This is an optimization exercise on Yosys and OpenROAD, whose aim is small area, a short achievable clock period and few clock cycles per item, not a production implementation. The RTL was checked by simulation tests, not by an equivalence proof against the original design. Power is estimated from default activity; no workload was simulated.

==> flow/design.v (excerpt) <==
module vector_exe_unit (
   input  logic        clk,
   input  logic        reset,
   input  logic        opcode_vld,
   input  logic [31:0] opcode0,
   input  logic [31:0] opcode1,
   input  logic        ls_busy,
   output logic        inst_buff_full,
   output logic        ls_req_valid,
   output logic        ls_req_write,
   output logic [4:0]  ls_req_vreg,
   output logic [31:0] ls_req_addr,
   output logic [31:0] ls_req_length
);
   logic        pend;
   logic [3:0]  pend_dst;
   logic        pend_next;
   logic [3:0]  pend_dst_next;
   logic [exe_pkg::E_W-1:0] entry;
   logic [exe_pkg::E_W-1:0] head;
   logic        head_valid;
   logic        push;
   logic        step;
   logic        skid_full_next;
   logic [15:0] rd_sel;
   logic [31:0] rd_data;
   logic        wr_en;
   logic [3:0]  wr_idx;
   logic [31:0] wr_data;
   assign push = opcode_vld && !inst_buff_full;
   always_ff @(posedge clk or negedge reset) begin
      if (!reset) begin
         pend <= 1'b0;
      end else if (push) begin
         pend <= pend_next;
      end
   end
   always_ff @(posedge clk) begin
      if (push) begin
         pend_dst <= pend_dst_next;
      end
   end
   instr_decode decoder (.w0(opcode0), .w1(opcode1), .pend(pend), .pend_dst(pend_dst),
  ...
clock: 4.0 ns
lec_check: 0
cap_margin: 20
core_margin: 2
core_utilization: 40
cts_cluster_diameter: 60
cts_cluster_size: 25
setup_slack_margin: 2.0
slew_margin: 20
tns_end_percent: 10
run.sh (not shown) runs the stock make flow with config.mk's settings and CLKGATE_MAP_FILE= SYNTH_SCRIPT=/design/flow/synth_recipe.tcl, a recipe that flattens the netlist after the stock synthesis.
The first run went through all stages and came out clean.
Testbench counts at the start, summed over its fixed seeds: cycles 17,684, items 19,384.
Then changed:
- CTS_CLUSTER_DIAMETER: 60 -> 90
- CTS_CLUSTER_SIZE: 25 -> 30
- GPL_TIMING_DRIVEN: unset -> 0
- TNS_END_PERCENT: 10 -> unset
Effect: The changed run ran to the end with no violations. Register-to-register slack got worse by 110 ps. Total power came out lower slightly. Core utilization came out higher by 2.8 points. Cell count came out higher by a few percent.
Then changed:
- ABC_AREA: unset -> 1
- GPL_TIMING_DRIVEN: 0 -> unset
Cell count went up by about a fifth.
Total power went up by roughly a tenth.
Clock power stays flat.
Global-route usage went down by 4.3 points.
Synthesized area went up by a few percent.
Die area went up by a few percent.
Combinational power went up by about a fifth.
Then changed:
- ABC_AREA: 1 -> unset
- TNS_END_PERCENT: unset -> 5
What happened: The changed run ran to the end with no violations; final cell count is lower by 18%; flip-flop and latch count does not change; worst setup slack gains 11 ps; count of clock-buffer cells in the layout grows by 2; core utilization is lower by 1.0 points; routed wire length went up by 2.3%; sequential power came out lower by about 7%; clock power falls by about 1%.
Then changed:
- GPL_ROUTABILITY_DRIVEN: unset -> 0
- TNS_END_PERCENT: 5 -> unset
=>
- critical path depth drops by 3
- sequential share of layout area drops by 0.91 points
- total power climbs by 2.5%
- combinational power climbs by 7.3%
- clock-buffer cell count stays the same
- register-to-register slack improved by 90 ps
- final cell count climbs by 0.76%
- worst hold slack improved by 32 ps
- via count climbs by 1.9%
- final area climbs by 1.4%
- non-clock buffer count climbs by 21
Then changed:
- CORE_UTILIZATION: 40 -> 60
- CTS_CLUSTER_DIAMETER: 90 -> 60
- CTS_CLUSTER_SIZE: 30 -> 25
- GPL_ROUTABILITY_DRIVEN: 0 -> unset
- PLACE_DENSITY: unset -> 0.75
Worst setup slack gets worse by 81 ps.
Synthesized cell count stays the same.
Final cell count shrinks by 9.1%.
Critical path depth does not change.

---

## lane 1
vector_exe_unit again, from the RTL that the note above started with.
clock: 4.0 ns
lec_check: 0
cap_margin: 20
core_margin: 2
core_utilization: 40
cts_cluster_diameter: 90
cts_cluster_size: 30
setup_slack_margin: 2.05
slew_margin: 20
Testbench counts of lane 1, summed over its fixed seeds: cycles 17,684, items 19,384.
## Diff of input files: lane 2 against lane 1
- SETUP_SLACK_MARGIN: 2.05 -> 2.0
- CTS_CLUSTER_DIAMETER: 90 -> 60
- CTS_CLUSTER_SIZE: 30 -> 25
Notes after the runs:
Lane 1 was larger in final cell area than lane 2.
The clock transition at the registers of the reported paths was comparable across lane 2 and lane 1.
Post-route fraction of the period consumed by the critical path was higher in the run labelled lane 1.
The first-pass GRT wire length number comes out higher for lane 1 vs lane 2.
Relative to lane 1, final design utilization decreased by 2.0 points in lane 2.
Taking lane 1 as the reference, in lane 2 worst vdd rail ir drop -1.1%, power density over cell area rose by 39 mW/mm2, sequential share of layout area climbed 2.4 points, detailed-route wire length saw a decrease.
Input-level comparison between lane 3 and lane 2:
- TNS_END_PERCENT newly set to 0
--- outcome ---
Lane 3 — worst hold-check slack 0.038 ns lower, lane 2 as reference. Measured against each other, lane 2 and lane 3 differ in multi-input gate share of total cell area, the higher figure coming from lane 2. On layout cell share with drive strength beyond 1: between lane 2 and lane 3, it ends up lower for lane 3. In lane 3 relative to lane 2, net switching power had gone down by a few percent.
#### Input delta (lane 4 over lane 3)
- CTS_CLUSTER_SIZE now 30, was 25
- CTS_CLUSTER_DIAMETER now 90, was 60
- TNS_END_PERCENT no longer set, was 0
Results
Lane 4 vs lane 3 — design area climbed slightly. On lane 4: maximum number of pins on one net before global-route repair is about 20% higher than what lane 3 gave. Lane 4 vs. lane 3: final worst setup slack went up 0.056 ns; layout filler cell count comparable; clock network contribution to total cell area moved down. The final reports for lane 4 and lane 3 show total power of the final layout lower in the former. Count of plain and timing-repair buffers was higher in lane 4 than in lane 3.
[inputs] lane 5 vs lane 4
- setting PLACE_DENSITY to 0.5 for the first time
==> comparison <==
Lane 5 completed end to end with timing, DRC and antenna clean. When the final numbers for lane 4 and lane 5 were put side by side, the worst-case setup slack after placement turned out to be greater in lane 4. Compared with lane 4, in lane 5 layout overhead on the synthesized area grew by 2.2 points, count of cells resized by post-cts repair grew by about 9%. Comparing lane 4 and lane 5, power is higher on lane 5. Count of buffers added by post-CTS timing repair for setup, lane 5 vs lane 4: up by more than a quarter. Lane 5 ends up with a highest clock rate that is 6.7 MHz lower than in lane 4. Share of total power in sequential cells sits lower in lane 5 than in lane 4.

---

vector_exe_unit again, from the RTL that the note above started with.
==> flow/config.mk <==
export PLATFORM = sky130hd
export DESIGN_NAME = vector_exe_unit
export DESIGN_NICKNAME = vector_exe_unit
export VERILOG_FILES = /design/flow/design.v
export SDC_FILE = /design/flow/constraint.sdc
export NUM_CORES = 4
export LEC_CHECK = 0
export CAP_MARGIN = 20
export CORE_MARGIN = 2
export CORE_UTILIZATION = 40
export CTS_CLUSTER_DIAMETER = 90
export CTS_CLUSTER_SIZE = 30
export SETUP_SLACK_MARGIN = 2.2
export SLEW_MARGIN = 20
export TNS_END_PERCENT = 0
==> flow/constraint.sdc <==
create_clock -name core_clock -period 4.0 [get_ports {clk}]
set_input_delay 0.8000 -clock core_clock [delete_from_list [all_inputs] [get_ports {clk}]]
set_output_delay 0.8000 -clock core_clock [all_outputs]
set_load 0.01 [all_outputs]
Testbench counts at the start, summed over its fixed seeds: cycles 17,684, items 19,384.
==> next run, changes <==
--- a/flow/config.mk
+++ b/flow/config.mk
@@ -13 +13 @@
-export SETUP_SLACK_MARGIN = 2.2
+export SETUP_SLACK_MARGIN = 1.9
@@ -15 +14,0 @@
-export TNS_END_PERCENT = 0
Effect: Area after synthesis is unchanged. Final area rose by a few percent. Critical path depth rose by 2. Worst hold slack is about the same. Non-clock buffer count rose by 99. Wire length rose by roughly a tenth. Total power rose by a few percent. Clock skew rose by 0.0062 ns. Maximum frequency fell slightly. Setup slack is worse by 0.013 ns. Cell count rose by a few percent.
==> next run, changes <==
--- a/flow/config.mk
+++ b/flow/config.mk
@@ -13 +13 @@
-export SETUP_SLACK_MARGIN = 1.9
+export SETUP_SLACK_MARGIN = 2.0
@@ -14,0 +15 @@
+export TNS_END_PERCENT = 0
Result: The new run produced a clean layout. Global-route usage goes down by 0.91 points. Critical path depth goes down by 3. Count of clock-buffer cells in the layout goes up by 2. Cell area goes down by a few percent. Sequential power hardly moves. Register-to-register slack is better by 0.02 ns. Combinational power goes down by roughly a tenth.

---

== R ==
Another version of the RTL of vector_exe_unit (not shown whole).
Size: roughly 780 flip-flops, about 140 I/O pins.
==> flow/config.mk <==
export PLATFORM = sky130hd
export DESIGN_NAME = vector_exe_unit
export DESIGN_NICKNAME = vector_exe_unit
export VERILOG_FILES = /design/flow/design.v
export SDC_FILE = /design/flow/constraint.sdc
export NUM_CORES = 4
export LEC_CHECK = 0
export CAP_MARGIN = 5
export CORE_MARGIN = 2
export CORE_UTILIZATION = 40
export CTS_CLUSTER_DIAMETER = 80
export CTS_CLUSTER_SIZE = 30
export SETUP_SLACK_MARGIN = 2.0
export SLEW_MARGIN = 5
==> flow/constraint.sdc <==
create_clock -name core_clock -period 4.0 [get_ports {clk}]
set_input_delay 0.8000 -clock core_clock [delete_from_list [all_inputs] [get_ports {clk}]]
set_output_delay 0.8000 -clock core_clock [all_outputs]
set_load 0.01 [all_outputs]
Testbench counts of R, summed over its fixed seeds: cycles 17,684, items 19,384.
What Q does differently from R at the input level:
Settings: SLEW_MARGIN: 5 -> 20; CAP_MARGIN: 5 -> 20; CTS_CLUSTER_DIAMETER: 80 -> 90.
==> notes.md <==
- Across both runs, worst IR drop on VDD was higher for Q than for R.
- R reports its first element of the critical path as opcode0[27] while Q reports executor.sk_valid$_DFF_PN0_.
- Cmp Q and R / multi-input combinational cell area / lower: R
- Going from R to Q, total wire length up 1700 um, count of buffers not belonging to the clock network in the layout increased 19, post-cts gate resize count saw a decrease, final area saw an increase, final worst setup slack -0.0053 ns.
- Maximum frequency: R vs Q, no meaningful difference
- Q reports its capture point of the worst path as sregs.regs[3][15]$_DFFE_PP_ while R reports buffer.e0[74]$_DFFE_PP_.

-- what the ideal ports hide --
In the flow no input, the clock included, has a driving cell. The finished layouts below were timed again as built, in two steps. Step 1: set_driving_cell puts a clkbuf_16 on clk and a buf_2 on each other input, an assumption about the parent block. Step 2, shift: input delay + t, output delay - t, t = (earliest + latest rising clock arrival at the registers) / 2. This alone moves slack from input paths to output paths. a / b / c = no drivers / after step 1 / after step 2; a / b = the first two.
| run | t (ns) | setup WS [ns] | hold slack, ns | worst setup path after step 2 |
|---|---|---|---|---|
| the first run of note 1 | 0.669 | 1.837 / 1.776 / 1.273 | 0.306 / 0.272 / 0.424 | input to register |
| the second run of note 1 | 0.718 | 1.731 / 1.731 / 1.282 | 0.459 / 0.459 / 0.459 | input to register |
| the third run of note 1 | 0.679 | 1.813 / 1.813 / 1.426 | 0.324 / 0.293 / 0.444 | input to register |
| the fourth run of note 1 | 0.693 | 1.824 / 1.824 / 1.207 | 0.245 / 0.210 / 0.459 | input to register |
| the fifth run of note 1 | 0.698 | 1.917 / 1.864 / 1.379 | 0.277 / 0.239 / 0.460 | input to register |
| the sixth run of note 1 | 0.673 | 1.837 / 1.837 / 1.280 | 0.234 / 0.192 / 0.450 | input to register |
| lane 1 | 0.699 | 1.830 / 1.830 / 1.289 | 0.291 / 0.250 / 0.468 | input to register |
| lane 2 | 0.669 | 1.927 / 1.926 / 1.397 | 0.312 / 0.276 / 0.451 | input to register |
| lane 3 | 0.669 | 1.891 / 1.871 / 1.250 | 0.274 / 0.238 / 0.459 | input to register |
| lane 4 | 0.707 | 1.947 / 1.882 / 1.384 | 0.265 / 0.224 / 0.454 | input to register |
| lane 5 | 0.655 | 1.919 / 1.919 / 1.344 | 0.318 / 0.278 / 0.467 | input to register |
| the first run of note 3 | 0.694 | 1.850 / 1.858 / 1.186 | 0.251 / 0.215 / 0.460 | input to register |
| the second run of note 3 | 0.692 | 1.837 / 1.798 / 1.181 | 0.253 / 0.211 / 0.468 | input to register |
| the third run of note 3 | 0.697 | 1.847 / 1.860 / 1.182 | 0.246 / 0.210 / 0.459 | input to register |
| R | 0.653 | 1.906 / 1.893 / 1.281 | 0.368 / 0.331 / 0.465 | input to register |
| Q | 0.647 | 1.901 / 1.885 / 1.320 | 0.366 / 0.326 / 0.457 | input to register |
After both steps every run listed still meets setup and hold. The setup slack of the third run of note 3, which loses most, moves by +0.013 ns with the drivers and by -0.665 ns with both steps.
